Background: an optimization exercise with open tools, aiming at small area, a short achievable clock period and few clock cycles per item. Do not read the settings as production practice. In this exercise RTL edits were held to simulation tests only and were not proved equivalent to the original.

==> flow/design.v (outline; a module is shown in full before it is edited, if it fits) <==
// module iir_fa: 10 lines
// module iir_x2: 7 lines
// module iir_ha: 9 lines
// module iir_df1_biquad_axis: 1072 lines
module iir_df1_biquad_axis
#(
    parameter int unsigned coeff_width  = 16,
    parameter int unsigned inout_width  = 16,
    parameter int unsigned scale_factor = 14,
    parameter int          a1_int_coeff = -31880,
    parameter int          a2_int_coeff = 15531,
    parameter int          bo_int_coeff = 167,
    parameter int          b1_int_coeff = -302,
    parameter int          b2_int_coeff = 167
) (
    input  logic                          clk,
    input  logic                          rst,
    input  logic                          s_axis_tvalid,
    input  logic signed [inout_width-1:0] s_axis_tdata,
    output logic                          m_axis_tready,
    output logic signed [inout_width-1:0] m_axis_tdata,
    output logic                          m_axis_tvalid
);
  // ...
==> flow/flow/run.sh <==
#!/bin/bash
# The standard layout (standard.sh: the ORFS flow, standard synthesis included), with
# one change: the buffers placed on the input and output ports are buf_2 cells instead of
# the delay buffers buffer_ports picks by default. Every port still gets its buffer.
set -euo pipefail
export BUFFER_PORTS_ARGS="-buffer_cell sky130_fd_sc_hd__buf_2"
bash standard.sh finish > standard_flow.log 2>&1
==> flow/standard.sh <==
#!/bin/bash
# synth_recipe.tcl (not shown) runs the flow's synth.tcl, then flattens the netlist and writes it again
# the make line also repeats each setting of config.mk as NAME=value (left out here)
make -C /OpenROAD-flow-scripts/flow DESIGN_CONFIG=/design/flow/config.mk WORK_HOME=/design/flow/orfs CLKGATE_MAP_FILE= SYNTH_SCRIPT=/design/flow/synth_recipe.tcl "${@:-finish}"
==> flow/config.mk <==
export PLATFORM = sky130hd
export DESIGN_NAME = iir_df1_biquad_axis
export DESIGN_NICKNAME = iir_df1_biquad_axis
export VERILOG_FILES = /design/flow/design.v
export SDC_FILE = /design/flow/constraint.sdc
export NUM_CORES = 4
export LEC_CHECK = 0
export ABC_AREA = 1
export CAP_MARGIN = 20
export CORE_MARGIN = 2
export CORE_UTILIZATION = 40
export SETUP_SLACK_MARGIN = 3.2
export SLEW_MARGIN = 20
export SYNTH_HIERARCHICAL = 1
export SYNTH_MINIMUM_KEEP_SIZE = 0
==> flow/constraint.sdc <==
create_clock -name core_clock -period 7.0 [get_ports {clk}]
set_input_delay 1.4000 -clock core_clock [delete_from_list [all_inputs] [get_ports {clk}]]
set_output_delay 1.4000 -clock core_clock [all_outputs]
set_load 0.01 [all_outputs]
==> key figures, run 1 <==
Status
  • Status: complete, no violations

Clocking
  • CTS tree: built
  • CTS Buf Count: 17

Critical path
  • Critical path type: register to register
  • Reg-to-reg critical path endpoint: y1_q[0]
  • Required @ worst endpoint: 7.31 ns

Finish
  • Core Util, Final: between 40% and 50%
  • Clk cell area share: 4.45%
  • Signal buffers: 45
  • Largest regs: ga_q (27), gb_q (20), t_q (18)
  • Largest Register: ga_q

STA
  • RSZ-0062 raised after global routing: true
  • Final Max Slew Viols: 0
  • Final period util: 52.0%
  • Final setup viols: 0

Routing
  • Drt drc: 0
  • Wl on met1: 13,700 um
  • WL/cell: 14.5 um

Synth
  • Syn Nets: ~1,700
  • Most frequent cell after synthesis: nand2_1

Worst hold path
  • Hold Path Class: register to register
Testbench counts, summed over its fixed seeds: cycles 24,024, items 24,000.
==> run 2, diff against run 1 <==
--- a/flow/design.v
+++ b/flow/design.v
@@ -6,23 +6,16 @@
     input  logic b,
     input  logic c,
     output logic s,
     output logic co
 );
     assign s  = a ^ b ^ c;
     assign co = (a & b) | (a & c) | (b & c);
 endmodule
-module iir_x2 (
-    input  logic a,
-    input  logic b,
-    output logic s
-);
-    assign s = a ^ b;
-endmodule
 module iir_ha (
     input  logic a,
     input  logic b,
     output logic s,
     output logic co
 );
     assign s  = a ^ b;
     assign co = a & b;
@@ -263,49 +256,49 @@
     assign taP33 = taP25 & taP21;
     logic taG34, taP34;
     assign taG34 = tag[16] | (tap[16] & taG33);
     assign taP34 = tap[16] & taP33;
     logic taG35, taP35;
     assign taG35 = taG9 | (taP9 & taG33);
     assign taP35 = taP9 & taP33;
     logic tax0;
-    iir_x2 u_tax0 (.a(hx2_q[0]), .b(s_axis_tdata[0]), .s(tax0));
+    iir_ha u_tax0 (.a(hx2_q[0]), .b(s_axis_tdata[0]), .s(tax0), .co());
     logic tax1;
-    iir_x2 u_tax1 (.a(tt43), .b(s_axis_tdata[1]), .s(tax1));
+    iir_ha u_tax1 (.a(tt43), .b(s_axis_tdata[1]), .s(tax1), .co());
     logic tax2;
-    iir_x2 u_tax2 (.a(tt45), .b(tt47), .s(tax2));
+    iir_ha u_tax2 (.a(tt45), .b(tt47), .s(tax2), .co());
     logic tax3;
-    iir_x2 u_tax3 (.a(tt48), .b(tt50), .s(tax3));
+    iir_ha u_tax3 (.a(tt48), .b(tt50), .s(tax3), .co());
     logic tax4;
-    iir_x2 u_tax4 (.a(tt51), .b(tt53), .s(tax4));
+    iir_ha u_tax4 (.a(tt51), .b(tt53), .s(tax4), .co());
     logic tax5;
-    iir_x2 u_tax5 (.a(tt54), .b(tt56), .s(tax5));
+    iir_ha u_tax5 (.a(tt54), .b(tt56), .s(tax5), .co());
     logic tax6;
-    iir_x2 u_tax6 (.a(tt57), .b(tt59), .s(tax6));
+    iir_ha u_tax6 (.a(tt57), .b(tt59), .s(tax6), .co());
     logic tax7;
-    iir_x2 u_tax7 (.a(tt60), .b(tt62), .s(tax7));
+    iir_ha u_tax7 (.a(tt60), .b(tt62), .s(tax7), .co());
     logic tax8;
-    iir_x2 u_tax8 (.a(tt63), .b(tt65), .s(tax8));
+    iir_ha u_tax8 (.a(tt63), .b(tt65), .s(tax8), .co());
     logic tax9;
-    iir_x2 u_tax9 (.a(tt66), .b(tt68), .s(tax9));
+    iir_ha u_tax9 (.a(tt66), .b(tt68), .s(tax9), .co());
     logic tax10;
-    iir_x2 u_tax10 (.a(tt69), .b(tt71), .s(tax10));
+    iir_ha u_tax10 (.a(tt69), .b(tt71), .s(tax10), .co());
     logic tax11;
-    iir_x2 u_tax11 (.a(tt72), .b(tt74), .s(tax11));
+    iir_ha u_tax11 (.a(tt72), .b(tt74), .s(tax11), .co());
     logic tax12;
-    iir_x2 u_tax12 (.a(tt75), .b(tt77), .s(tax12));
+    iir_ha u_tax12 (.a(tt75), .b(tt77), .s(tax12), .co());
     logic tax13;
-    iir_x2 u_tax13 (.a(tt78), .b(tt80), .s(tax13));
+    iir_ha u_tax13 (.a(tt78), .b(tt80), .s(tax13), .co());
     logic tax14;
-    iir_x2 u_tax14 (.a(tt81), .b(tt83), .s(tax14));
+    iir_ha u_tax14 (.a(tt81), .b(tt83), .s(tax14), .co());
     logic tax15;
-    iir_x2 u_tax15 (.a(tt84), .b(tt86), .s(tax15));
+    iir_ha u_tax15 (.a(tt84), .b(tt86), .s(tax15), .co());
     logic tax16;
-    iir_x2 u_tax16 (.a(tt87), .b(tt88), .s(tax16));
+    iir_ha u_tax16 (.a(tt87), .b(tt88), .s(tax16), .co());
     assign t_d = {((tt89 ^ 1'b1) ^ taG34), (tax16 ^ taG33), (tax15 ^ taG32), (tax14 ^ taG31), (tax13 ^ taG30), (tax12 ^ taG29), (tax11 ^ taG28), (tax10 ^ taG27), (tax9 ^ taG26), (tax8 ^ taG21), (tax7 ^ taG20), (tax6 ^ taG19), (tax5 ^ taG18), (tax4 ^ taG11), (tax3 ^ taG10), (tax2 ^ taG1), (tax1 ^ tag[0]), (tax0 ^ 1'b0)};
     logic gt1, gt2, gt3, gt4, gt5, gt6, gt7, gt8, gt9, gt10, gt11, gt12;
     logic gt13, gt14, gt15, gt16, gt17, gt18, gt19, gt20, gt21, gt22, gt23, gt24;
     logic gt25, gt26, gt27, gt28, gt29, gt30, gt31, gt32, gt33, gt34, gt35, gt36;
     logic gt37, gt38, gt39, gt40, gt41, gt42, gt43, gt44, gt45, gt46, gt47, gt48;
     logic gt49, gt50, gt51, gt52, gt53, gt54, gt55, gt56, gt57, gt58, gt59, gt60;
     logic gt61, gt62, gt63, gt64, gt65, gt66, gt67, gt68, gt69, gt70, gt71, gt72;
     logic gt73, gt74, gt75, gt76, gt77, gt78, gt79, gt80, gt81, gt82, gt83, gt84;
@@ -633,35 +626,35 @@
     assign glP13 = glP9 & glP7;
     logic glG14, glP14;
     assign glG14 = glg[8] | (glp[8] & glG13);
     assign glP14 = glp[8] & glP13;
     logic glG15, glP15;
     assign glG15 = glG5 | (glP5 & glG13);
     assign glP15 = glP5 & glP13;
     logic glx0;
-    iir_x2 u_glx0 (.a(t_q[0]), .b(yb_q[0]), .s(glx0));
+    iir_ha u_glx0 (.a(t_q[0]), .b(yb_q[0]), .s(glx0), .co());
     logic glx1;
-    iir_x2 u_glx1 (.a(~t_q[0]), .b(~gt335), .s(glx1));
+    iir_ha u_glx1 (.a(~t_q[0]), .b(~gt335), .s(glx1), .co());
     logic glx2;
-    iir_x2 u_glx2 (.a(gt337), .b(gt339), .s(glx2));
+    iir_ha u_glx2 (.a(gt337), .b(gt339), .s(glx2), .co());
     logic glx3;
-    iir_x2 u_glx3 (.a(gt340), .b(gt342), .s(glx3));
+    iir_ha u_glx3 (.a(gt340), .b(gt342), .s(glx3), .co());
     logic glx4;
-    iir_x2 u_glx4 (.a(gt343), .b(gt344), .s(glx4));
+    iir_ha u_glx4 (.a(gt343), .b(gt344), .s(glx4), .co());
     logic glx5;
-    iir_x2 u_glx5 (.a(gt345), .b(gt346), .s(glx5));
+    iir_ha u_glx5 (.a(gt345), .b(gt346), .s(glx5), .co());
     logic glx6;
-    iir_x2 u_glx6 (.a(gt347), .b(gt348), .s(glx6));
+    iir_ha u_glx6 (.a(gt347), .b(gt348), .s(glx6), .co());
     logic glx7;
-    iir_x2 u_glx7 (.a(gt349), .b(gt350), .s(glx7));
+    iir_ha u_glx7 (.a(gt349), .b(gt350), .s(glx7), .co());
     logic glx8;
-    iir_x2 u_glx8 (.a(gt351), .b(gt352), .s(glx8));
+    iir_ha u_glx8 (.a(gt351), .b(gt352), .s(glx8), .co());
     logic glx9;
-    iir_x2 u_glx9 (.a(gt353), .b(gt354), .s(glx9));
+    iir_ha u_glx9 (.a(gt353), .b(gt354), .s(glx9), .co());
     assign ga_d = {1'b1, 1'b0, ~yb_q[14], ~yb_q[13], gt404, gt401, ~gt398, ~gt395, ~gt392, ~gt389, ~gt386, gt383, gt380, ~gt377, gt374, gt371, gt368, gt365, gt362, gt359, gt357, gt355, (glx9 ^ glG14), (glx8 ^ glG13), (glx7 ^ glG12), (glx6 ^ glG11), (glx5 ^ glG10), (glx4 ^ glG7), (glx3 ^ glG6), (glx2 ^ glG1), (glx1 ^ glg[0]), (glx0 ^ 1'b0)};
     assign gb_d = {1'b0, 1'b0, yb_q[15], yb_q[14], yb_q[13], ~gt402, gt400, ~gt397, ~gt394, ~gt391, ~gt388, ~gt385, gt382, gt379, ~gt376, gt373, gt370, gt367, gt364, gt361, gt358, gt356};
     assign gc_d = glG15;
     logic lt1, lt2, lt3, lt4, lt5, lt6, lt7, lt8, lt9, lt10, lt11, lt12;
     logic lt13, lt14, lt15, lt16, lt17, lt18, lt19, lt20, lt21, lt22, lt23, lt24;
     logic lt25, lt26, lt27, lt28, lt29, lt30, lt31, lt32, lt33, lt34, lt35, lt36;
     logic lt37, lt38, lt39, lt40, lt41, lt42, lt43, lt44, lt45, lt46, lt47, lt48;
     logic lt49, lt50, lt51, lt52, lt53, lt54, lt55, lt56, lt57, lt58, lt59, lt60;
@@ -1021,45 +1014,45 @@
     assign lcP65 = lcP52 & lcP49;
     logic lcG66, lcP66;
     assign lcG66 = lcG53 | (lcP53 & lcG49);
     assign lcP66 = lcP53 & lcP49;
     logic lcG67, lcP67;
     assign lcG67 = lcG54 | (lcP54 & lcG49);
     assign lcP67 = lcP54 & lcP49;
     logic lcx14;
-    iir_x2 u_lcx14 (.a(la[14]), .b(lb[14]), .s(lcx14));
+    iir_ha u_lcx14 (.a(la[14]), .b(lb[14]), .s(lcx14), .co());
     logic lcx15;
-    iir_x2 u_lcx15 (.a(la[15]), .b(lb[15]), .s(lcx15));
+    iir_ha u_lcx15 (.a(la[15]), .b(lb[15]), .s(lcx15), .co());
     logic lcx16;
-    iir_x2 u_lcx16 (.a(la[16]), .b(lb[16]), .s(lcx16));
+    iir_ha u_lcx16 (.a(la[16]), .b(lb[16]), .s(lcx16), .co());
     logic lcx17;
-    iir_x2 u_lcx17 (.a(la[17]), .b(lb[17]), .s(lcx17));
+    iir_ha u_lcx17 (.a(la[17]), .b(lb[17]), .s(lcx17), .co());
     logic lcx18;
-    iir_x2 u_lcx18 (.a(la[18]), .b(lb[18]), .s(lcx18));
+    iir_ha u_lcx18 (.a(la[18]), .b(lb[18]), .s(lcx18), .co());
     logic lcx19;
-    iir_x2 u_lcx19 (.a(la[19]), .b(lb[19]), .s(lcx19));
+    iir_ha u_lcx19 (.a(la[19]), .b(lb[19]), .s(lcx19), .co());
     logic lcx20;
-    iir_x2 u_lcx20 (.a(la[20]), .b(lb[20]), .s(lcx20));
+    iir_ha u_lcx20 (.a(la[20]), .b(lb[20]), .s(lcx20), .co());
     logic lcx21;
-    iir_x2 u_lcx21 (.a(la[21]), .b(lb[21]), .s(lcx21));
+    iir_ha u_lcx21 (.a(la[21]), .b(lb[21]), .s(lcx21), .co());
     logic lcx22;
-    iir_x2 u_lcx22 (.a(la[22]), .b(lb[22]), .s(lcx22));
+    iir_ha u_lcx22 (.a(la[22]), .b(lb[22]), .s(lcx22), .co());
     logic lcx23;
-    iir_x2 u_lcx23 (.a(la[23]), .b(lb[23]), .s(lcx23));
+    iir_ha u_lcx23 (.a(la[23]), .b(lb[23]), .s(lcx23), .co());
     logic lcx24;
-    iir_x2 u_lcx24 (.a(la[24]), .b(lb[24]), .s(lcx24));
+    iir_ha u_lcx24 (.a(la[24]), .b(lb[24]), .s(lcx24), .co());
     logic lcx25;
-    iir_x2 u_lcx25 (.a(la[25]), .b(lb[25]), .s(lcx25));
+    iir_ha u_lcx25 (.a(la[25]), .b(lb[25]), .s(lcx25), .co());
     logic lcx26;
-    iir_x2 u_lcx26 (.a(la[26]), .b(lb[26]), .s(lcx26));
+    iir_ha u_lcx26 (.a(la[26]), .b(lb[26]), .s(lcx26), .co());
     logic lcx27;
-    iir_x2 u_lcx27 (.a(la[27]), .b(lb[27]), .s(lcx27));
+    iir_ha u_lcx27 (.a(la[27]), .b(lb[27]), .s(lcx27), .co());
     logic lcx28;
-    iir_x2 u_lcx28 (.a(la[28]), .b(lb[28]), .s(lcx28));
+    iir_ha u_lcx28 (.a(la[28]), .b(lb[28]), .s(lcx28), .co());
     assign cs = {(lcx28 ^ lcG66), (lcx27 ^ lcG65), (lcx26 ^ lcG64), (lcx25 ^ lcG63), (lcx24 ^ lcG62), (lcx23 ^ lcG61), (lcx22 ^ lcG60), (lcx21 ^ lcG59), (lcx20 ^ lcG58), (lcx19 ^ lcG57), (lcx18 ^ lcG56), (lcx17 ^ lcG55), (lcx16 ^ lcG49), (lcx15 ^ lcG48), (lcx14 ^ lcG47)};
     assign c29 = lcG67;
     assign top0  = la[31:29] + lb[31:29];
     assign top1  = la[31:29] + lb[31:29] + 3'd1;
     assign ok0   = (top0 == 3'b000) || (top0 == 3'b111);
     assign ok1   = (top1 == 3'b000) || (top1 == 3'b111);
     assign hi_ok = c29 ? ok1 : ok0;
     assign sgn   = c29 ? top1[2] : top0[2];
==> flow/run.sh (new file) <==
#!/bin/bash
# synth_recipe.tcl (not shown) runs the flow's synth.tcl, then flattens the netlist and writes it again
# the make line also repeats each setting of config.mk as NAME=value (left out here)
make -C /OpenROAD-flow-scripts/flow DESIGN_CONFIG=/design/flow/config.mk WORK_HOME=/design/flow/orfs CLKGATE_MAP_FILE= SYNTH_SCRIPT=/design/flow/synth_recipe.tcl finish
removed: flow/flow/run.sh
removed: flow/standard.sh
==> run 2 against run 1 <==
  * Still clean on timing, DRC and antenna
  * Flip-flop and latch count did not move
  * Final area decreased by 0.27%
  * Synthesized cell count fell by 11%
  * Highest routed layer unchanged
==> key figures, run 2 <==
Synth
  • Warnings, synthesis: 7 (unchanged)
  • Most frequent cell after synthesis: fa_1 (was nand2_1)
  • Leading area contributor after synthesis: fa_1 (unchanged)
  • Share of flip-flops with an asynchronous set or reset: 0% (unchanged)
  • EDFF count, synth: 0 (unchanged)
  • Seq/Total Area, Yosys: 22.5% (was 22.0%)
  • Number of synthesized register bits: 133 (unchanged)
  • Synth Cell Area: 11,900 sq um (was 12,100 sq um)
  • Yosys cell types: 39 (unchanged)
  • Most used DFF post-synth: dfxtp_1 (unchanged)
  • Syn Nets: 1,596 (was 1,713)
  • Synth area leaders: fa_1 (36%), dfxtp_1 (22%), ha_1 (10%) (was fa_1 (35%), dfxtp_1 (22%), nand2_1 (9.6%))
  • Mapped Cells: 1,269 (was 1,425)
  • Commonest cells post-synth: fa_1 (213), inv_1 (206), nand2_1 (193) (was nand2_1 (310), inv_1 (284), fa_1 (213))
  • Mean post-synth cell area: 9.34 sq um (was 8.49 sq um)
  • Post-synth top area share: 36.0% (was 35.2%)

Clocking
  • CTS sink count: 133 (unchanged)
  • Clock Tree Root: clkbuf_16 (unchanged)
  • Bufs on Longest Clock Path: 2 (unchanged)
  • CTS tree: built (unchanged)
  • CTS Buf Count: 17 (unchanged)
  • Hold Buf Count CTS: 0 (unchanged)
  • Worst-path clk slew: 0.06 ns (about the same)
  • H-tree levels: 4 (unchanged)
  • Clock insertion delay at the later pin of the skew report: 0.43 ns (about the same)

Floorplan
  • Ports: 37 (unchanged)
  • Initial Util: 40.3% (was 40.7%)
  • # rows: 63 (unchanged)
  • Die ar.: 31,000 sq um (was 31,700 sq um)
  • Die height: 176 um (was 178 um)
  • Die width: 176 um (was 178 um)
  • Core area: 29,400 sq um (was 29,700 sq um)

Routing
  • Vias: 8,107 (was 8,679)
  • Drt initial violations: 442 (was 465)
  • WL/cell: 15.4 um (was 14.5 um)
  • Routed wire length: 26,500 um (was 27,100 um)
  • Vias per cell: 4.72 (was 4.64)
  • Drt drc: 0 (unchanged)
  • ANT nets after route: 0 (unchanged)
  • Pre-antenna DRT Iters: 5 (unchanged)

Placed design
  • Pre-CTS setup slack: 3.06 ns (was 3.01 ns)
  • Placed inst area: 12,600 sq um (was 12,700 sq um)
  • I/O Buffers: 35 (unchanged)
  • Detailed placement HPWL: 21,100 um (was 21,800 um)
  • Placed insts: 1,674 (was 1,828)
  • Final GP Congestion: 0.825 (was 0.823)

Critical path
  • Reg-to-reg critical path endpoint: yb_q[10] (was y1_q[0])
  • RR Startpoint: y1_q[11] (was y1_q[10])
  • Worst R2R Path Depth: 16 (unchanged)
  • Required @ worst endpoint: 7.35 ns (was 7.31 ns)
  • Crit path max fanout: 8 (was 12)
  • Critical path type: register to register (unchanged)
  • CP Capture Type: register (unchanged)
  • CP arrival: 3.97 ns (was 3.95 ns)
  • Worst setup SP type: register (unchanged)
  • Worst reg-to-reg setup slack: 3.39 ns (was 3.36 ns)

Worst hold path
  • Hold path cells: 2 (unchanged)
  • Hold_sp: hx1_q[15] (unchanged)
  • WHS Endpoint: hx2_q[15] (unchanged)
  • Hold Path Class: register to register (unchanged)

Global routing
  • Initial antenna violation count: 0 (unchanged)
  • Total track usage: 18.1% (was 18.2%)
  • Vias in the first global route: 8,533 (was 8,655)
  • First-pass GRT wire length: 44,000 um (was 44,800 um)
  • GRT overflow: 0 (unchanged)
  • Largest net degree at the start of global routing: 42 (was 46)

Status
  • Status: complete, no violations (unchanged)

Finish
  • Area occupied by multi-input gates: 8380 sq um (was 8330 sq um)
  • Area added between synthesis and finish: 13.1% (was 11.2%)
  • Layout cell share with drive strength beyond 1: 8.67% (was 10.2%)
  • Final std cells w/o fill: 1,716 (was 1,870)
  • # nets final: 1,640 (was 1,755)
  • Commonest non-fill, non-tap cell in the layout: fa_1 (was nand2_1)
  • Filler instances: 2,814 (was 2,844)
  • Largest regs: ga_q (27), gb_q (20), t_q (18) (unchanged)
  • Number of flip-flops in the largest register: 27 (unchanged)
  • Register Area: 2700 sq um (about the same)
  • N_diodes: 0 (unchanged)
  • Finished Cell Area: 13,400 sq um (about the same)
  • Largest Register: ga_q (unchanged)
  • Commonest cells after routing, fill and taps aside: fa_1 (210), inv_1 (206), nand2_1 (189) (was nand2_1 (307), inv_1 (283), fa_1 (208))

STA
  • Fmax: 277 MHz (was 275 MHz)
  • Final Max Slew Viols: 0 (unchanged)
  • Setup TNS: 0 ns (unchanged)
  • Post-route minimum period: 3.61 ns (was 3.64 ns)
  • Slack of the critical path: 3.39 ns (was 3.36 ns)
  • Worst slew margin: 37.9% (was 32.7%)
  • Final setup viols: 0 (unchanged)
  • Fin. Hold Viols: 0 (unchanged)
  • RSZ-0062 raised after global routing: false (was true)
  • Worst-margin pin slew: 0.930 ns (was 1.01 ns)
  • Skew final: 0.0113 ns (was 0.0151 ns)
  • Final period util: 51.6% (was 52.0%)

Run
  • Max-Cap Viols: 0 (unchanged)
run 2: per-module statistics from Yosys, one instance, submodules excluded:
module / times used / flip-flops and latches
iir_df1_biquad_axis: 1 / 133
iir_fa: 212 / 0
iir_ha: 94 / 0
run 2: cell type report:
| class | count | area share (%) |
|---|---|---|
| Clock buffer | 18 | 3.27 |
| Clock inverter | 14 | 1.32 |
| Inverter | 210 | 5.88 |
| Multi-Input combinational cell | 904 | 62.4 |
| Sequential cell | 133 | 20.2 |
| Tap cell | 390 | 3.64 |
| Timing Repair Buffer | 47 | 3.28 |
run 2: per-stage QoR:
stage               hold WS [ns]  utilization (%)
finish                     0.516             45.6
global route               0.555             45.6
CTS                        0.516             45.0
detailed placement         0.503             42.9
global placement           0.503             42.9
floorplan                  0.472                -
run 2: repair_timing:
item / CTS / global route
pin swaps: 0 / 9
buffers inserted: 0 / 8
resized for setup: 9 / 34
cloned: 0 / 2
endpoints found under the setup margin: 30 / 31
run 2: worst max-delay path by stage:
| stage | to | startpoint | depth (start not counted) | slack, ns |
|---|---|---|---|---|
| after global placement | t_q[17] | s_axis_tdata[2] | 13 | 3.09 |
| after floorplan | y1_q[10] | y1_q[11] | 18 | 3.65 |
| after global routing | y1_q[10] | y1_q[6] | 19 | 3.19 |
| final | yb_q[10] | y1_q[11] | 16 | 3.39 |
| after CTS | yb_q[10] | y1_q[12] | 17 | 3.21 |
| after detailed placement | t_q[17] | s_axis_tdata[2] | 13 | 3.06 |
run 2: logic make-up (layout without fill, tap and decap cells):
logic type	count (synthesis)	after routing	share of synthesized area (%)
xor gates and xnor gates	27	27	1.99
buffers and inverters	234	289	7.59
DFF	133	133	22.5
AOI/OAI and AO/OA	170	170	8.02
other	1	1	0.0316
and+or+nand+nor	396	398	13.9
adders and majority gates	308	308	46.0
run 2: worst max-delay path: stages, from the launching register on:
cell	delay [ns]
dfxtp_4	0.41
fa_1	0.46
fa_1	0.50
fa_1	0.53
buf_4	0.17
nand2_1	0.07
o21a_1	0.14
nand2_2	0.08
nand2_2	0.08
nand2_4	0.08
a21oi_4	0.17
nand3b_1	0.24
nand2_4	0.21
nand2_1	0.08
nand2_1	0.10
nand2_1	0.07
a21oi_2	0.15
run 2: layer usage:
layer	part of all wire (%)	global-route usage [%]	wire length (um)	vias up
li1	-	-	-	3976
met5	0	0	0	-
met3	5.1	2.86	1340	35
met1	48	25.9	12800	3910
met2	45	28.4	11900	186
met4	1.7	5.65	444	0
Testbench counts of run 2, summed over its fixed seeds: cycles 24,024, items 24,000.
==> run 3, diff against run 2 <==
--- a/flow/config.mk
+++ b/flow/config.mk
@@ -11,3 +11,3 @@
 export CORE_UTILIZATION = 40
-export SETUP_SLACK_MARGIN = 3.2
+export SETUP_SLACK_MARGIN = 3.4
 export SLEW_MARGIN = 20
==> run 3 against run 2 <==
  * Sequential share of layout area fell by 0.15 points
  * Critical endpoint unchanged
  * Via count rose by 0.80%
  * Final cell count rose by 0.17%
  * First-iteration DRC count fell by 0.23%
  * Largest cell class unchanged
  * Worst setup slack improved by 0.023 ns
  * Routed wire length rose by 0.88%
==> key figures, run 3 <==
Floorplan
  • Core area: 29,400 sq um (unchanged)
  • Ports: 37 (unchanged)
  • Die width: 176 um (unchanged)
  • # rows: 63 (unchanged)
  • Die ar.: 31,000 sq um (unchanged)
  • Initial Util: 40.3% (unchanged)
  • Die height: 176 um (unchanged)

Critical path
  • Slowest stage delay, CP: 0.57 ns (was 0.53 ns)
  • Required @ worst endpoint: 7.35 ns (about the same)
  • Critical path type: register to register (unchanged)
  • Bufs and invs on worst path: 0 (was 1)
  • Crit-path slowest cell: fa_2 (was fa_1)
  • Crit path max fanout: 8 (unchanged)
  • CP arrival: 3.94 ns (was 3.97 ns)
  • CP Capture Type: register (unchanged)
  • CP Cell Sequence: fa_1 -> fa_2 -> fa_2 -> nor2_4 -> nor2_2 -> a21oi_2 -> nand2_4 -> a21oi_4 -> nand3b_1 -> nand2_4 -> nand2_2 -> nand2_2 -> nand2_1 -> a21oi_2 (was fa_1 -> fa_1 -> fa_1 -> buf_4 -> nand2_1 -> o21a_1 -> nand2_2 -> nand2_2 -> nand2_4 -> a21oi_4 -> nand3b_1 -> nand2_4 -> nand2_1 -> nand2_1 -> nand2_1 -> a21oi_2)
  • Worst setup SP type: register (unchanged)
  • Critical path's top delay family: adder cells (unchanged)

STA
  • Final Max Slew Viols: 0 (unchanged)
  • Final hold slack: 0.516 ns (about the same)
  • Fin. Hold Viols: 0 (unchanged)
  • Worst-margin pin slew: 0.931 ns (was 0.930 ns)
  • Slack of the critical path: 3.41 ns (was 3.39 ns)
  • Fmax: 279 MHz (was 277 MHz)
  • Post-route minimum period: 3.59 ns (was 3.61 ns)
  • Skew final: 0.0113 ns (about the same)
  • Setup TNS: 0 ns (unchanged)
  • Final setup viols: 0 (unchanged)
  • RSZ-0062 raised after global routing: true (was false)
  • Worst slew margin: 37.9% (about the same)
  • Final period util: 51.3% (was 51.6%)

Placed design
  • Pre-CTS setup slack: 3.06 ns (unchanged)
  • Final GP Congestion: 0.825 (unchanged)
  • I/O Buffers: 35 (unchanged)
  • Placed insts: 1,674 (unchanged)
  • Placed inst area: 12,600 sq um (unchanged)
  • Detailed placement HPWL: 21,100 um (unchanged)

Routing
  • Vias: 8,172 (was 8,107)
  • ANT nets after route: 0 (unchanged)
  • Routed wire length: 26,700 um (was 26,500 um)
  • Drt initial violations: 441 (was 442)
  • Vias per cell: 4.75 (was 4.72)
  • Pre-antenna DRT Iters: 5 (unchanged)
  • Drt drc: 0 (unchanged)
  • WL/cell: 15.5 um (was 15.4 um)

Synth
  • Most frequent cell after synthesis: fa_1 (unchanged)
  • Share of flip-flops with an asynchronous set or reset: 0% (unchanged)
  • EDFF count, synth: 0 (unchanged)
  • Synth area leaders: fa_1 (36%), dfxtp_1 (22%), ha_1 (10%) (unchanged)
  • Warnings, synthesis: 7 (unchanged)
  • Yosys cell types: 39 (unchanged)
  • Largest family of logic cells by synthesized area: adder cells (unchanged)
  • Commonest cells post-synth: fa_1 (213), inv_1 (206), nand2_1 (193) (unchanged)
  • Mapped Cells: 1,269 (unchanged)
  • Mean post-synth cell area: 9.34 sq um (unchanged)
  • Synth Cell Area: 11,900 sq um (unchanged)
  • Post-Synth Simple-Gate Area: 13.9% (unchanged)
  • Compound-Gate Fraction of Synth Area: 8.02% (unchanged)
  • Synth Area in Adders: 46.0% (unchanged)
  • Post-synth top area share: 36.0% (unchanged)
  • XOR/XNOR share of the synthesized area: 1.99% (unchanged)
  • Most used DFF post-synth: dfxtp_1 (unchanged)
  • Seq/Total Area, Yosys: 22.5% (unchanged)
  • Leading area contributor after synthesis: fa_1 (unchanged)
  • Number of synthesized register bits: 133 (unchanged)
  • Syn Nets: 1,596 (unchanged)
  • Mux share of post-synthesis cell area: 0% (unchanged)

Finish
  • Layout cell share with drive strength beyond 1: 10.8% (was 8.67%)
  • # nets final: 1,643 (was 1,640)
  • Area added between synthesis and finish: 14.2% (was 13.1%)
  • N_diodes: 0 (unchanged)
  • Commonest cells after routing, fill and taps aside: inv_1 (205), fa_1 (205), nand2_1 (182) (was fa_1 (210), inv_1 (206), nand2_1 (189))
  • Largest regs: ga_q (27), gb_q (20), t_q (18) (unchanged)
  • Largest Register: ga_q (unchanged)
  • Final std cells w/o fill: 1,719 (was 1,716)
  • Filler instances: 2,807 (was 2,814)
  • Number of flip-flops in the largest register: 27 (unchanged)
  • Finished Cell Area: 13,500 sq um (was 13,400 sq um)

Clocking
  • H-tree levels: 4 (unchanged)
  • CTS Buf Count: 17 (unchanged)
  • Bufs on Longest Clock Path: 2 (unchanged)
  • Worst-path clk slew: 0.06 ns (about the same)
  • Clock insertion delay at the later pin of the skew report: 0.43 ns (about the same)
  • Hold Buf Count CTS: 0 (unchanged)
  • Clock Tree Root: clkbuf_16 (unchanged)
  • CTS sink count: 133 (unchanged)
  • CTS tree: built (unchanged)

Global routing
  • First-pass GRT wire length: 44,600 um (was 44,000 um)
  • Initial antenna violation count: 0 (unchanged)
  • GRT overflow: 0 (unchanged)
  • Total track usage: 18.5% (was 18.1%)
  • Vias in the first global route: 8,598 (was 8,533)
  • Largest net degree at the start of global routing: 42 (unchanged)

Worst hold path
  • Hold Path Class: register to register (unchanged)

Run
  • Max-Cap Viols: 0 (unchanged)

Status
  • Status: complete, no violations (unchanged)
[run 3: cell counts after synthesis]
No cell type changed its count.
[run 3: routing by layer]
metal	vias up	wire [um]	global-route usage (%)
li1	3989	-	-
met1	3963	12900	26.2
met4	0	509	6.10
met5	-	0	0
met3	34	1260	2.89
met2	186	12000	29.2
[run 3: kinds of logic (layout without fill, tap and decap cells)]
logic type,after synthesis,count (layout)
other cells,1,1
compound gates,170,170
xor+xnor,27,27
simple gates,396,397
fa+ha+maj,308,308
buf+inv,234,293
flops,133,133
[run 3: Yosys stat by module, one instance, submodules excluded]
| module | flip-flops and latches | times used |
|---|---|---|
| iir_ha | 0 | 94 |
| iir_df1_biquad_axis | 133 | 1 |
| iir_fa | 0 | 212 |
[run 3: area by class of cell]
type	instances	area, sq um	share of cell area [%]
Clock buffer	18	439	3.24
Clock inverter	14	178	1.31
Inverter	210	788	5.82
Multi-Input combinational cell	903	8450	62.4
Sequential cell	133	2710	20.0
Tap cell	390	488	3.60
Timing Repair Buffer	51	487	3.60
[run 3: worst paths after layout]
path | from | cells after the start | slack (ns) | endpoint
worst max-delay path | y1_q[8] | 14 | 3.41 | yb_q[10]
worst min-delay path | hx1_q[15] | 2 | 0.52 | hx2_q[15]
worst max register to register | y1_q[8] | 14 | 3.41 | yb_q[10]
worst min register to register | hx1_q[15] | 2 | 0.52 | hx2_q[15]
[run 3: worst reg2reg max path, delay by kind of cell, from the launching register on]
family,cells,cell delay [ns]
flip-flops,1,0.39
AND/OR/NAND/NOR,8,1.01
adder cells (fa/ha/maj),3,1.59
AO/OA/AOI/OAI,3,0.52
[run 3: what timing repair did]
item                                    4_1_cts  5_1_grt
pin swaps                                     8       23
endpoints found under the setup margin       31       34
gates resized for setup                      37       39
buffers inserted                              5        7
cloned                                        1        0
[run 3: through the flow]
step | util [%]
2_1_floorplan | -
3_3_place_gp | 42.9
3_5_place_dp | 42.9
4_1_cts | 45.5
5_1_grt | 46.0
6_report | 46.0
==> run 4, diff against run 3 <==
--- a/flow/config.mk
+++ b/flow/config.mk
@@ -11,3 +11,3 @@
 export CORE_UTILIZATION = 40
-export SETUP_SLACK_MARGIN = 3.4
+export SETUP_SLACK_MARGIN = 3.0
 export SLEW_MARGIN = 20
==> run 4 against run 3 <==
  * Fmax decreased by 1.3%
  * Worst hold slack about the same
  * Highest routed layer unchanged
  * Core utilization is 0.91 points lower
  * Sequential share of layout area is 0.23 points higher
  * Non-clock buffer count down 12
  * Still clean on timing, DRC and antenna
  * Via count is 1.6% lower
  * Clock skew is 0.00053 ns higher
  * Clock-buffer cell count is the same
  * First-iteration DRC count grew 5.7%
  * Synthesized cell count is the same
==> key figures, run 4 <==
STA
  • Final Max Slew Viols: 0 (unchanged)
  • Worst slew margin: 38.0% (was 37.9%)
  • Post-route minimum period: 3.64 ns (was 3.59 ns)
  • Final period util: 52.0% (was 51.3%)
  • Fin. Hold Viols: 0 (unchanged)
  • RSZ-0062 raised after global routing: false (was true)
  • Skew final: 0.0118 ns (was 0.0113 ns)
  • Final setup viols: 0 (unchanged)
  • Fmax: 275 MHz (was 279 MHz)
  • Setup TNS: 0 ns (unchanged)
  • Final hold slack: 0.516 ns (about the same)
  • Slack of the critical path: 3.36 ns (was 3.41 ns)
  • Worst-margin pin slew: 0.929 ns (was 0.931 ns)

Finish
  • Finished Cell Area: 13,300 sq um (was 13,500 sq um)
  • Final std cells w/o fill: 1,706 (was 1,719)
  • Commonest cells after routing, fill and taps aside: fa_1 (213), inv_1 (206), nand2_1 (193) (was inv_1 (205), fa_1 (205), nand2_1 (182))
  • Area added between synthesis and finish: 11.9% (was 14.2%)
  • Core Util, Final: 45.1% (was 46.0%)
  • Layout cell share with drive strength beyond 1: 6.76% (was 10.8%)
  • N_diodes: 0 (unchanged)
  • # nets final: 1,630 (was 1,643)
  • Largest regs: ga_q (27), gb_q (20), t_q (18) (unchanged)
  • Largest Register: ga_q (unchanged)
  • Commonest non-fill, non-tap cell in the layout: fa_1
  • Number of flip-flops in the largest register: 27 (unchanged)

Worst hold path
  • Hold path cells: 2 (unchanged)
  • Hold Path Class: register to register (unchanged)
  • Hold_sp: hx1_q[15] (unchanged)
  • WHS Endpoint: hx2_q[15] (unchanged)

Clocking
  • Bufs on Longest Clock Path: 2 (unchanged)
  • Clock insertion delay at the later pin of the skew report: 0.43 ns (about the same)
  • H-tree levels: 4 (unchanged)
  • CTS resizes: 0 (was 37)
  • CTS sink count: 133 (unchanged)
  • CTS Buf Count: 17 (unchanged)
  • Post-CTS setup buffer count: 0 (was 5)
  • CTS tree: built (unchanged)
  • Hold Buf Count CTS: 0 (unchanged)
  • Worst-path clk slew: 0.06 ns (about the same)
  • Clock Tree Root: clkbuf_16 (unchanged)

Critical path
  • Crit path max fanout: 15 (was 8)
  • CP arrival: 3.99 ns (was 3.94 ns)
  • RR Startpoint: y1_q[14] (was y1_q[8])
  • Reg-to-reg critical path endpoint: yb_q[10] (unchanged)
  • Worst setup SP type: register (unchanged)
  • CP Capture Type: register (unchanged)
  • Worst reg-to-reg setup slack: 3.36 ns (was 3.41 ns)
  • Worst R2R Path Depth: 19 (was 14)
  • Required @ worst endpoint: 7.35 ns (about the same)
  • Critical path type: register to register (unchanged)

Synth
  • Most used DFF post-synth: dfxtp_1 (unchanged)
  • Commonest cells post-synth: fa_1 (213), inv_1 (206), nand2_1 (193) (unchanged)
  • EDFF count, synth: 0 (unchanged)
  • Number of synthesized register bits: 133 (unchanged)
  • Leading area contributor after synthesis: fa_1 (unchanged)
  • Syn Nets: 1,596 (unchanged)
  • Yosys cell types: 39 (unchanged)
  • Seq/Total Area, Yosys: 22.5% (unchanged)
  • Warnings, synthesis: 7 (unchanged)
  • Most frequent cell after synthesis: fa_1 (unchanged)
  • Synth Cell Area: 11,900 sq um (unchanged)
  • Share of flip-flops with an asynchronous set or reset: 0% (unchanged)
  • Synth area leaders: fa_1 (36%), dfxtp_1 (22%), ha_1 (10%) (unchanged)
  • Mean post-synth cell area: 9.34 sq um (unchanged)
  • Post-synth top area share: 36.0% (unchanged)
  • Mapped Cells: 1,269 (unchanged)

Global routing
  • Vias in the first global route: 8,533 (was 8,598)
  • First-pass GRT wire length: 44,000 um (was 44,600 um)
  • GRT overflow: 0 (unchanged)
  • Initial antenna violation count: 0 (unchanged)
  • Total track usage: 18.1% (was 18.5%)
  • Largest net degree at the start of global routing: 42 (unchanged)

Placed design
  • Placed insts: 1,674 (unchanged)
  • I/O Buffers: 35 (unchanged)
  • Placed inst area: 12,600 sq um (unchanged)
  • Detailed placement HPWL: 21,100 um (unchanged)
  • Final GP Congestion: 0.825 (unchanged)
  • Pre-CTS setup slack: 3.06 ns (unchanged)

Routing
  • Vias per cell: 4.72 (was 4.75)
  • ANT nets after route: 0 (unchanged)
  • Vias: 8,045 (was 8,172)
  • Routed wire length: 26,000 um (was 26,700 um)
  • WL/cell: 15.3 um (was 15.5 um)
  • Drt initial violations: 466 (was 441)
  • Drt drc: 0 (unchanged)
  • Pre-antenna DRT Iters: 5 (unchanged)

Floorplan
  • Initial Util: 40.3% (unchanged)
  • Die ar.: 31,000 sq um (unchanged)
  • # rows: 63 (unchanged)
  • Die width: 176 um (unchanged)
  • Core area: 29,400 sq um (unchanged)
  • Ports: 37 (unchanged)
  • Die height: 176 um (unchanged)

Status
  • Status: complete, no violations (unchanged)

Run
  • Max-Cap Viols: 0 (unchanged)
run 4: final cells by class:
type / instances / area, sq um
clock buffers: 18 / 439
clock inverters: 14 / 178
fillers: 2816 / 16100
inverters: 210 / 788
multi-input cells: 902 / 8310
flip-flops and latches: 133 / 2680
well taps: 390 / 488
repair buffers: 39 / 380
run 4: how the worst max path moves through the flow:
stage                                from       end  cells after the start
after global routing             y1_q[14]   y1_q[4]                     17
after detailed placement  s_axis_tdata[2]   t_q[17]                     13
after CTS                        y1_q[12]  yb_q[10]                     17
final                            y1_q[14]  yb_q[10]                     19
after floorplan                  y1_q[11]  y1_q[10]                     18
after global placement    s_axis_tdata[2]   t_q[17]                     13
run 4: logic make-up after synthesis:
family | share of synthesized area [%]
buf+inv | 7.59
compound gates | 8.02
simple gates | 13.9
xor+xnor | 1.99
fa+ha+maj | 46.0
flops | 22.5
other cells | 0.0316
run 4: worst max-delay path: stages (launching register included):
cell and delay (ns):
dfxtp_2 0.44, fa_1 0.47, fa_1 0.53, fa_1 0.56, nor2_1 0.07, inv_1 0.07
nand2_1 0.08, inv_2 0.07, nand2_2 0.08, inv_2 0.08, nand2_2 0.09, nor2_1 0.14
nand2_2 0.10, nand2_2 0.10, nand2_1 0.07, nand2_2 0.15, nand2_8 0.13, nand2_1 0.12
nand2_1 0.07, a21oi_2 0.15
run 4: Yosys stat by module (local to each module, per instance):
module               flip-flops and latches  cells  area (sq um)  copies in the design
iir_fa                                    0      1          20.0                   212
iir_ha                                    0      1          12.5                    94
iir_df1_biquad_axis                     133    963          6430                     1
run 4: metal layers:
layer	vias up	GRT usage (%)	wire [um]
met4	0	5.65	367
met2	166	28.4	11600
met3	27	2.86	1310
met5	-	0	0
li1	3956	-	-
met1	3896	25.9	12700
==> run 5, diff against run 4 <==
--- a/flow/config.mk
+++ b/flow/config.mk
@@ -11,2 +11,5 @@
 export CORE_UTILIZATION = 40
+export CTS_BUF_LIST = sky130_fd_sc_hd__clkbuf_8
+export CTS_CLUSTER_DIAMETER = 80
+export CTS_CLUSTER_SIZE = 25
 export SETUP_SLACK_MARGIN = 3.0
==> run 5 against run 4 <==
  * Largest cell class unchanged
  * Clock-buffer cell count unchanged
  * Final cell count unchanged
  * Flip-flop and latch count unchanged
  * Final area down 1.4%
  * Critical path type unchanged
  * Core utilization down 0.64 points
  * Global-route usage about the same
  * Synthesized cell count unchanged
  * Still clean
==> key figures, run 5 <==
Critical path
  • CP Capture Type: register (unchanged)
  • Crit path max fanout: 8 (was 15)
  • CP Cell Sequence: ha_1 -> fa_1 -> fa_1 -> fa_1 -> nor2_1 -> nor2_1 -> a221oi_1 -> nand3_1 -> o21ai_0 -> xnor2_1 (was fa_1 -> fa_1 -> fa_1 -> nor2_1 -> inv_1 -> nand2_1 -> inv_2 -> nand2_2 -> inv_2 -> nand2_2 -> nor2_1 -> nand2_2 -> nand2_2 -> nand2_1 -> nand2_2 -> nand2_8 -> nand2_1 -> nand2_1 -> a21oi_2)
  • Critical path's top delay family: adder cells (unchanged)
  • Critical path type: register to register (unchanged)
  • CP arrival: 4.03 ns (was 3.99 ns)
  • Slowest stage delay, CP: 0.78 ns (was 0.56 ns)
  • Crit-path slowest cell: dfxtp_1 (was fa_1)
  • Bufs and invs on worst path: 0 (was 3)
  • Worst path most repeated cell: fa_1 (was nand2_2)
  • Worst setup SP type: register (unchanged)
  • Required @ worst endpoint: 7.38 ns (was 7.35 ns)

Synth
  • EDFF count, synth: 0 (unchanged)
  • Synth Cell Area: 11,900 sq um (unchanged)
  • Largest family of logic cells by synthesized area: adder cells (unchanged)
  • Leading area contributor after synthesis: fa_1 (unchanged)
  • Mean post-synth cell area: 9.34 sq um (unchanged)
  • Synth area leaders: fa_1 (36%), dfxtp_1 (22%), ha_1 (10%) (unchanged)
  • Share of flip-flops with an asynchronous set or reset: 0% (unchanged)
  • Post-Synth Simple-Gate Area: 13.9% (unchanged)
  • Yosys cell types: 39 (unchanged)
  • Commonest cells post-synth: fa_1 (213), inv_1 (206), nand2_1 (193) (unchanged)
  • Mux share of post-synthesis cell area: 0% (unchanged)
  • Syn Nets: 1,596 (unchanged)
  • Post-synth top area share: 36.0% (unchanged)
  • Warnings, synthesis: 7 (unchanged)
  • XOR/XNOR share of the synthesized area: 1.99% (unchanged)
  • Compound-Gate Fraction of Synth Area: 8.02% (unchanged)
  • Mapped Cells: 1,269 (unchanged)
  • Seq/Total Area, Yosys: 22.5% (unchanged)
  • Most used DFF post-synth: dfxtp_1 (unchanged)
  • Synth Area in Adders: 46.0% (unchanged)
  • Number of synthesized register bits: 133 (unchanged)
  • Most frequent cell after synthesis: fa_1 (unchanged)

Clocking
  • H-tree levels: 4 (unchanged)
  • Hold Buf Count CTS: 0 (unchanged)
  • CTS sink count: 133 (unchanged)
  • Clock insertion delay at the later pin of the skew report: 0.46 ns (was 0.43 ns)
  • Bufs on Longest Clock Path: 2 (unchanged)
  • CTS Buf Count: 17 (unchanged)
  • Post-CTS setup buffer count: 0 (unchanged)
  • Worst-path clk slew: 0.08 ns (was 0.06 ns)
  • CTS tree: built (unchanged)
  • CTS resizes: 0 (unchanged)
  • Clock Tree Root: clkbuf_8 (was clkbuf_16)

Finish
  • # nets final: 1,630 (unchanged)
  • Area added between synthesis and finish: 10.3% (was 11.9%)
  • Finished Cell Area: 13,100 sq um (was 13,300 sq um)
  • Largest regs: ga_q (27), gb_q (20), t_q (18) (unchanged)
  • Number of flip-flops in the largest register: 27 (unchanged)
  • Final std cells w/o fill: 1,706 (unchanged)
  • Layout cell share with drive strength beyond 1: 6.76% (unchanged)
  • Commonest non-fill, non-tap cell in the layout: fa_1 (unchanged)
  • Largest Register: ga_q (unchanged)
  • Commonest cells after routing, fill and taps aside: fa_1 (213), inv_1 (206), nand2_1 (193) (unchanged)
  • N_diodes: 0 (unchanged)

Placed design
  • I/O Buffers: 35 (unchanged)
  • Final GP Congestion: 0.825 (unchanged)
  • Placed insts: 1,674 (unchanged)
  • Pre-CTS setup slack: 3.06 ns (unchanged)
  • Placed inst area: 12,600 sq um (unchanged)
  • Detailed placement HPWL: 21,100 um (unchanged)

Routing
  • Drt initial violations: 472 (was 466)
  • Drt drc: 0 (unchanged)
  • Vias per cell: 4.72 (about the same)
  • Vias: 8,058 (was 8,045)
  • ANT nets after route: 0 (unchanged)
  • Pre-antenna DRT Iters: 5 (unchanged)
  • WL/cell: 15.3 um (about the same)
  • Routed wire length: 26,100 um (was 26,000 um)

Global routing
  • Largest net degree at the start of global routing: 42 (unchanged)
  • GRT overflow: 0 (unchanged)
  • First-pass GRT wire length: 44,000 um (unchanged)
  • Vias in the first global route: 8,466 (was 8,533)
  • Initial antenna violation count: 0 (unchanged)
  • Total track usage: 18.1% (about the same)

Floorplan
  • Ports: 37 (unchanged)
  • Initial Util: 40.3% (unchanged)
  • Core area: 29,400 sq um (unchanged)
  • Die height: 176 um (unchanged)
  • # rows: 63 (unchanged)
  • Die ar.: 31,000 sq um (unchanged)
  • Die width: 176 um (unchanged)

STA
  • Fmax: 274 MHz (was 275 MHz)
  • Final Max Slew Viols: 0 (unchanged)
  • RSZ-0062 raised after global routing: false (unchanged)
  • Final setup viols: 0 (unchanged)
  • Worst-margin pin slew: 0.938 ns (was 0.929 ns)
  • Final period util: 52.2% (was 52.0%)
  • Skew final: 0.0110 ns (was 0.0118 ns)
  • Setup TNS: 0 ns (unchanged)
  • Slack of the critical path: 3.35 ns (was 3.36 ns)
  • Post-route minimum period: 3.65 ns (was 3.64 ns)
  • Fin. Hold Viols: 0 (unchanged)
  • Worst slew margin: 37.4% (was 38.0%)

Status
  • Status: complete, no violations (unchanged)

Worst hold path
  • Hold Path Class: register to register (unchanged)

Run
  • Max-Cap Viols: 0 (unchanged)
-- run 5: cell counts after synthesis --
Identical to the previous run, type by type.
-- run 5: worst paths after layout --
path | start | to | slack, ns | cells past startpoint
hold reg to reg | hx1_q[15] | hx2_q[15] | 0.52 | 2
hold / removal | hx1_q[15] | hx2_q[15] | 0.52 | 2
setup reg to reg | yb_q[3] | ga_q[9] | 3.35 | 10
setup / recovery | yb_q[3] | ga_q[9] | 3.35 | 10
-- run 5: through the flow --
| step | hold slack (ns) | util (%) |
|---|---|---|
| CTS | 0.518 | 44.3 |
| global route | 0.559 | 44.5 |
| finish | 0.516 | 44.5 |
| detailed placement | 0.503 | 42.9 |
| global placement | 0.503 | 42.9 |
| floorplan | 0.472 | - |
-- run 5: final cells by class --
type	count	area, sq um
fillers	2830	16300
flip-flops and latches	133	2690
repair buffers	39	380
clock inverters	14	178
multi-input cells	902	8310
inverters	210	788
clock buffers	18	248
well taps	390	488
-- run 5: modules after synthesis (local to each module, per instance) --
module	cell area (sq um)	times used
iir_df1_biquad_axis	6430	1
iir_fa	20.0	212
iir_ha	12.5	94
-- run 5: cell families after synthesis --
group / after synthesis
AND/OR/NAND/NOR: 396
buffers and inverters: 234
AO/OA/AOI/OAI: 170
flip-flops: 133
adder cells (fa/ha/maj): 308
XOR/XNOR: 27
other: 1
-- run 5: routing by layer --
layer	part of all wire [%]	wire (um)	track usage [%]
met5	0	0	0
met3	4.5	1180	2.54
met2	45	11700	28.7
met1	49	12800	26.2
met4	1.2	307	4.58
-- run 5: worst register-to-register path, cell delays in order, from the launching register on --
cell and delay [ns]:
dfxtp_1 0.78, ha_1 0.37, fa_1 0.46, fa_1 0.53, fa_1 0.46, nor2_1 0.16
nor2_1 0.08, a221oi_1 0.34, nand3_1 0.11, o21ai_0 0.14, xnor2_1 0.16
==> run 6, diff against run 5 <==
--- a/flow/config.mk
+++ b/flow/config.mk
@@ -12,4 +12,3 @@
 export CTS_BUF_LIST = sky130_fd_sc_hd__clkbuf_8
-export CTS_CLUSTER_DIAMETER = 80
-export CTS_CLUSTER_SIZE = 25
+export GPL_ROUTABILITY_DRIVEN = 0
 export SETUP_SLACK_MARGIN = 3.0
==> run 6 against run 5 <==
  * Non-clock buffer count unchanged
  * Die area unchanged
  * Routed wire length unchanged
  * Flip-flop and latch count unchanged
  * Worst hold slack did not move
  * Synthesized cell count did not move
  * Area after synthesis did not move
  * Final cell count is the same
==> key figures, run 6 <==
STA
  • Skew final: 0.0110 ns (unchanged)
  • Setup TNS: 0 ns (unchanged)
  • Worst slew margin: 37.4% (unchanged)
  • Final Max Slew Viols: 0 (unchanged)
  • Worst-margin pin slew: 0.938 ns (unchanged)
  • Final period util: 52.2% (unchanged)
  • Post-route minimum period: 3.65 ns (unchanged)
  • Fmax: 274 MHz (unchanged)
  • Final setup viols: 0 (unchanged)
  • RSZ-0062 raised after global routing: false (unchanged)
  • Fin. Hold Viols: 0 (unchanged)

Clocking
  • CTS resizes: 0 (unchanged)
  • Clock insertion delay at the later pin of the skew report: 0.46 ns (about the same)
  • CTS tree: built (unchanged)
  • Worst-path clk slew: 0.08 ns (about the same)
  • Clock Tree Root: clkbuf_8 (unchanged)
  • Hold Buf Count CTS: 0 (unchanged)
  • H-tree levels: 4 (unchanged)
  • Post-CTS setup buffer count: 0 (unchanged)
  • Bufs on Longest Clock Path: 2 (unchanged)
  • CTS Buf Count: 17 (unchanged)
  • CTS sink count: 133 (unchanged)

Critical path
  • End point of the critical path: ga_q[9] (unchanged)
  • RR Startpoint: yb_q[3] (unchanged)
  • Slowest stage delay, CP: 0.78 ns (about the same)
  • Crit path from: yb_q[3] (unchanged)
  • Worst reg-to-reg setup slack: 3.35 ns (about the same)
  • Worst path most repeated cell: fa_1 (unchanged)
  • CP Cell Sequence: ha_1 -> fa_1 -> fa_1 -> fa_1 -> nor2_1 -> nor2_1 -> a221oi_1 -> nand3_1 -> o21ai_0 -> xnor2_1 (unchanged)
  • Worst setup SP type: register (unchanged)
  • CP arrival: 4.03 ns (about the same)
  • Required @ worst endpoint: 7.38 ns (about the same)
  • Worst R2R Path Depth: 10 (unchanged)
  • Reg-to-reg critical path endpoint: ga_q[9] (unchanged)
  • CP Capture Type: register (unchanged)
  • Critical path type: register to register (unchanged)
  • Crit path max fanout: 8 (unchanged)
  • Crit-path slowest cell: dfxtp_1 (unchanged)

Finish
  • # nets final: 1,630 (unchanged)
  • Final std cells w/o fill: 1,706 (unchanged)
  • Area added between synthesis and finish: 10.3% (unchanged)
  • N_diodes: 0 (unchanged)
  • Layout cell share with drive strength beyond 1: 6.76% (unchanged)
  • Largest Register: ga_q (unchanged)
  • Commonest cells after routing, fill and taps aside: fa_1 (213), inv_1 (206), nand2_1 (193) (unchanged)
  • Core Util, Final: 44.5% (unchanged)
  • Largest regs: ga_q (27), gb_q (20), t_q (18) (unchanged)
  • Commonest non-fill, non-tap cell in the layout: fa_1 (unchanged)
  • Filler instances: 2,830 (unchanged)
  • Number of flip-flops in the largest register: 27 (unchanged)

Synth
  • EDFF count, synth: 0 (unchanged)
  • Compound-Gate Fraction of Synth Area: 8.02% (unchanged)
  • Mean post-synth cell area: 9.34 sq um (unchanged)
  • Post-synth top area share: 36.0% (unchanged)
  • Synth Area in Adders: 46.0% (unchanged)
  • Share of flip-flops with an asynchronous set or reset: 0% (unchanged)
  • Most used DFF post-synth: dfxtp_1 (unchanged)
  • Mux share of post-synthesis cell area: 0% (unchanged)
  • Warnings, synthesis: 7 (unchanged)
  • XOR/XNOR share of the synthesized area: 1.99% (unchanged)
  • Seq/Total Area, Yosys: 22.5% (unchanged)
  • Synth area leaders: fa_1 (36%), dfxtp_1 (22%), ha_1 (10%) (unchanged)
  • Mapped Cells: 1,269 (unchanged)
  • Leading area contributor after synthesis: fa_1 (unchanged)
  • Post-Synth Simple-Gate Area: 13.9% (unchanged)
  • Commonest cells post-synth: fa_1 (213), inv_1 (206), nand2_1 (193) (unchanged)
  • Most frequent cell after synthesis: fa_1 (unchanged)
  • Synth Cell Area: 11,900 sq um (unchanged)
  • Yosys cell types: 39 (unchanged)
  • Number of synthesized register bits: 133 (unchanged)
  • Largest family of logic cells by synthesized area: adder cells (unchanged)
  • Syn Nets: 1,596 (unchanged)

Worst hold path
  • Hold path cells: 2 (unchanged)
  • Hold Path Class: register to register (unchanged)

Run
  • Max-Cap Viols: 0 (unchanged)

Placed design
  • I/O Buffers: 35 (unchanged)
  • Detailed placement HPWL: 21,100 um (unchanged)
  • Placed insts: 1,674 (unchanged)

Floorplan
  • Die height: 176 um (unchanged)
  • Core area: 29,400 sq um (unchanged)
  • # rows: 63 (unchanged)
  • Ports: 37 (unchanged)
  • Die width: 176 um (unchanged)
  • Die ar.: 31,000 sq um (unchanged)
  • Initial Util: 40.3% (unchanged)

Global routing
  • Largest net degree at the start of global routing: 42 (unchanged)
  • Total track usage: 18.1% (unchanged)
  • Vias in the first global route: 8,466 (unchanged)
  • Initial antenna violation count: 0 (unchanged)
  • GRT overflow: 0 (unchanged)
  • First-pass GRT wire length: 44,000 um (unchanged)

Routing
  • Drt drc: 0 (unchanged)
  • Vias: 8,058 (unchanged)
  • Drt initial violations: 472 (unchanged)
  • Vias per cell: 4.72 (unchanged)
  • WL/cell: 15.3 um (unchanged)
  • ANT nets after route: 0 (unchanged)
  • Routed wire length: 26,100 um (unchanged)
  • Pre-antenna DRT Iters: 5 (unchanged)

Status
  • Status: complete, no violations (unchanged)
## run 6: cell counts after synthesis
No cell type changed its count.
## run 6: kinds of logic after synthesis
| family | after synthesis |
|---|---|
| AND/OR/NAND/NOR | 396 |
| adder cells (fa/ha/maj) | 308 |
| buffers and inverters | 234 |
| AO/OA/AOI/OAI | 170 |
| flip-flops | 133 |
| XOR/XNOR | 27 |
| other | 1 |
## run 6: per-stage QoR
| step | worst slack (ns) | area, sq um | hold slack, ns |
|---|---|---|---|
| 5_1_grt | 3.01 | 13100 | 0.559 |
| 4_1_cts | 3.04 | 13000 | 0.518 |
| 6_report | 3.35 | 13100 | 0.516 |
| 3_3_place_gp | 3.09 | 12600 | 0.503 |
| 2_1_floorplan | 3.65 | 11900 | 0.472 |
| 3_5_place_dp | 3.06 | 12600 | 0.503 |
## run 6: cell type report
cell class / count / area [sq um] / share of cell area, %
clock inverters: 14 / 178 / 1.36
multi-input cells: 902 / 8310 / 63.5
flip-flops and latches: 133 / 2690 / 20.5
well taps: 390 / 488 / 3.73
repair buffers: 39 / 380 / 2.91
inverters: 210 / 788 / 6.03
clock buffers: 18 / 248 / 1.89
## run 6: per-module statistics from Yosys, one instance, submodules excluded
| module | flops+latches | cells inside | times used | cell area (sq um) |
|---|---|---|---|---|
| iir_df1_biquad_axis | 133 | 963 | 1 | 6430 |
| iir_fa | 0 | 1 | 212 | 20.0 |
| iir_ha | 0 | 1 | 94 | 12.5 |
## run 6: how the worst min path moves through the flow
stage	startpoint	to	slack, ns
2_1_floorplan	yb_q[13]	gb_q[17]	0.47
3_3_place_gp	hx1_q[15]	hx2_q[15]	0.50
3_5_place_dp	hx1_q[15]	hx2_q[15]	0.50
4_1_cts	hx1_q[15]	hx2_q[15]	0.52
5_1_grt	hx1_q[15]	hx2_q[15]	0.56
6_report	hx1_q[15]	hx2_q[15]	0.52
## run 6: critical path, delay by kind of cell, from the launching register on
kind            cells  cell delay [ns]
fa+ha+maj           4             1.81
flops               1             0.78
compound gates      2             0.48
simple gates        3             0.35
xor+xnor            1             0.16
## run 6: per-layer routing
layer | track usage [%] | share of wire [%] | vias to the layer above
li1 | - | - | 3952
met1 | 26.2 | 49 | 3923
met2 | 28.7 | 45 | 160
met5 | 0 | 0 | -
met4 | 4.58 | 1.2 | 0
met3 | 2.54 | 4.5 | 23
==> run 7, diff against run 6 <==
--- a/flow/config.mk
+++ b/flow/config.mk
@@ -12,3 +12,2 @@
 export CTS_BUF_LIST = sky130_fd_sc_hd__clkbuf_8
-export GPL_ROUTABILITY_DRIVEN = 0
 export SETUP_SLACK_MARGIN = 3.0
==> run 7 against run 6 <==
  * Routed wire length stayed put
  * Fmax did not move
  * Via count unchanged
  * Highest routed layer unchanged
  * Critical endpoint unchanged
  * Flip-flop and latch count is the same
  * Die area unchanged
  * Core utilization did not move
  * Final area is the same
==> key figures, run 7 <==
Finish
  • Commonest cells after routing, fill and taps aside: fa_1 (213), inv_1 (206), nand2_1 (193) (unchanged)
  • Number of flip-flops in the largest register: 27 (unchanged)
  • N_diodes: 0 (unchanged)

Floorplan
  • Ports: 37 (unchanged)
  • Die ar.: 31,000 sq um (unchanged)
  • # rows: 63 (unchanged)

Run
  • Max-Cap Viols: 0 (unchanged)

Critical path
  • Worst R2R Path Depth: 10 (unchanged)
  • CP arrival: 4.03 ns (about the same)
  • RR Startpoint: yb_q[3] (unchanged)
  • Crit path from: yb_q[3] (unchanged)
  • Critical path type: register to register (unchanged)
  • CP Capture Type: register (unchanged)
  • Reg-to-reg critical path endpoint: ga_q[9] (unchanged)
  • CP Cell Sequence: ha_1 -> fa_1 -> fa_1 -> fa_1 -> nor2_1 -> nor2_1 -> a221oi_1 -> nand3_1 -> o21ai_0 -> xnor2_1 (unchanged)

Global routing
  • Vias in the first global route: 8,466 (unchanged)
  • Largest net degree at the start of global routing: 42 (unchanged)
  • First-pass GRT wire length: 44,000 um (unchanged)

STA
  • Skew final: 0.0110 ns (unchanged)
  • Worst slew margin: 37.4% (unchanged)
  • Slack of the critical path: 3.35 ns (unchanged)
  • Post-route minimum period: 3.65 ns (unchanged)

Synth
  • Syn Nets: 1,596 (unchanged)
  • Post-Synth Simple-Gate Area: 13.9% (unchanged)
  • Most used DFF post-synth: dfxtp_1 (unchanged)
  • Warnings, synthesis: 7 (unchanged)
  • Number of synthesized register bits: 133 (unchanged)
  • Yosys cell types: 39 (unchanged)
  • Synth Area in Adders: 46.0% (unchanged)
  • Mean post-synth cell area: 9.34 sq um (unchanged)
  • XOR/XNOR share of the synthesized area: 1.99% (unchanged)
  • Synth area leaders: fa_1 (36%), dfxtp_1 (22%), ha_1 (10%) (unchanged)

Routing
  • Routed wire length: 26,100 um (unchanged)
  • Pre-antenna DRT Iters: 5 (unchanged)
  • Drt initial violations: 472 (unchanged)

Clocking
  • Hold Buf Count CTS: 0 (unchanged)
  • H-tree levels: 4 (unchanged)
  • Bufs on Longest Clock Path: 2 (unchanged)
  • CTS sink count: 133 (unchanged)
  • Clock insertion delay at the later pin of the skew report: 0.46 ns (about the same)

Worst hold path
  • Hold Path Class: register to register (unchanged)

Placed design
  • I/O Buffers: 35 (unchanged)
  • Detailed placement HPWL: 21,100 um (unchanged)

Status
  • Status: complete, no violations (unchanged)
-- run 7: cell counts after synthesis --
Identical to the previous run, type by type.
-- run 7: cell families after synthesis --
kind of cell / count (synthesis)
flip-flops: 133
buffers and inverters: 234
AND/OR/NAND/NOR: 396
AO/OA/AOI/OAI: 170
adder cells (fa/ha/maj): 308
other: 1
XOR/XNOR: 27
-- run 7: critical path: cells and delay by family (launching register included) --
kind,cells,cell delay (ns)
adders and majority gates,4,1.81
DFF,1,0.78
AOI/OAI and AO/OA,2,0.48
and+or+nand+nor,3,0.35
xor gates and xnor gates,1,0.16
-- run 7: worst min-delay path by stage --
| stage | start | to | slack (ns) | cells past startpoint |
|---|---|---|---|---|
| finish | hx1_q[15] | hx2_q[15] | 0.52 | 2 |
| global route | hx1_q[15] | hx2_q[15] | 0.56 | 2 |
| CTS | hx1_q[15] | hx2_q[15] | 0.52 | 2 |
| detailed placement | hx1_q[15] | hx2_q[15] | 0.50 | 2 |
| global placement | hx1_q[15] | hx2_q[15] | 0.50 | 2 |
| floorplan | yb_q[13] | gb_q[17] | 0.47 | 0 |
-- run 7: per-module statistics from Yosys (local to each module, per instance) --
module | cells | flops+latches
iir_df1_biquad_axis | 963 | 133
iir_fa | 1 | 0
iir_ha | 1 | 0
-- run 7: final cells by class --
type                    count  area (sq um)  share of cell area, %
clock inverters            14           178                   1.36
well taps                 390           488                   3.73
inverters                 210           788                   6.03
clock buffers              18           248                   1.89
repair buffers             39           380                   2.91
multi-input cells         902          8310                   63.5
flip-flops and latches    133          2690                   20.5
-- run 7: per-layer routing --
| layer | GRT usage [%] | routed length, um | up-vias |
|---|---|---|---|
| met5 | 0 | 0 | - |
| met4 | 4.58 | 307 | 0 |
| met3 | 2.54 | 1180 | 23 |
| met2 | 28.7 | 11700 | 160 |
| met1 | 26.2 | 12800 | 3923 |
| li1 | - | - | 3952 |
-- run 7: metrics by stage --
stage	instances	cell area, sq um	utilization (%)	hold WS [ns]
floorplan	1269	11900	-	0.472
global placement	1674	12600	42.9	0.503
detailed placement	1674	12600	42.9	0.503
CTS	1706	13000	44.3	0.518
global route	1706	13100	44.5	0.559
finish	1706	13100	44.5	0.516
-- run 7: what timing repair did --
item / 4_1_cts / 5_1_grt
resized for setup: 0 / 17
setup buffers: 0 / 0
setup endpoints to repair: 0 / 30

-- what the ideal ports hide --
No port has a modelled driver above. Below, the same layouts with a new extraction and two added sets of constraints.
Step 1 (the two cells are an assumption about what drives the block):
set clk [get_ports {clk}]
set_driving_cell -lib_cell sky130_fd_sc_hd__clkbuf_16 $clk
set_driving_cell -lib_cell sky130_fd_sc_hd__buf_2 [delete_from_list [all_inputs] $clk]
Step 2 also shifts input and output timing later by t, the mid clock arrival at the registers, as if the neighbouring blocks saw the same clock.
Three values: ideal, step 1, step 2; two values: the first two.
| run | t, ns | setup WS [ns] | worst setup path after step 2 | worst register clock-pin slew, ns | worst data-port slew with drivers (ns) |
|---|---|---|---|---|---|
| run 1 | 0.466 | 3.360 / 3.360 / 3.360 | register to register | 0.07 / 0.07 | 0.05 |
| run 2 | 0.472 | 3.387 / 3.387 / 3.101 | input to register | 0.06 / 0.06 | 0.04 |
| run 3 | 0.471 | 3.410 / 3.410 / 3.181 | input to register | 0.06 / 0.06 | 0.04 |
| run 4 | 0.469 | 3.361 / 3.361 / 3.099 | input to register | 0.06 / 0.06 | 0.04 |
| run 5 | 0.487 | 3.346 / 3.346 / 3.094 | input to register | 0.09 / 0.09 | 0.04 |
| run 6 | 0.487 | 3.346 / 3.346 / 3.094 | input to register | 0.09 / 0.09 | 0.04 |
| run 7 | 0.487 | 3.346 / 3.346 / 3.094 | input to register | 0.09 / 0.09 | 0.04 |
After both steps setup and hold are still met in every run listed. The setup slack of run 2, which loses most, moves by 0.000 ns with the drivers and by -0.286 ns with both steps.
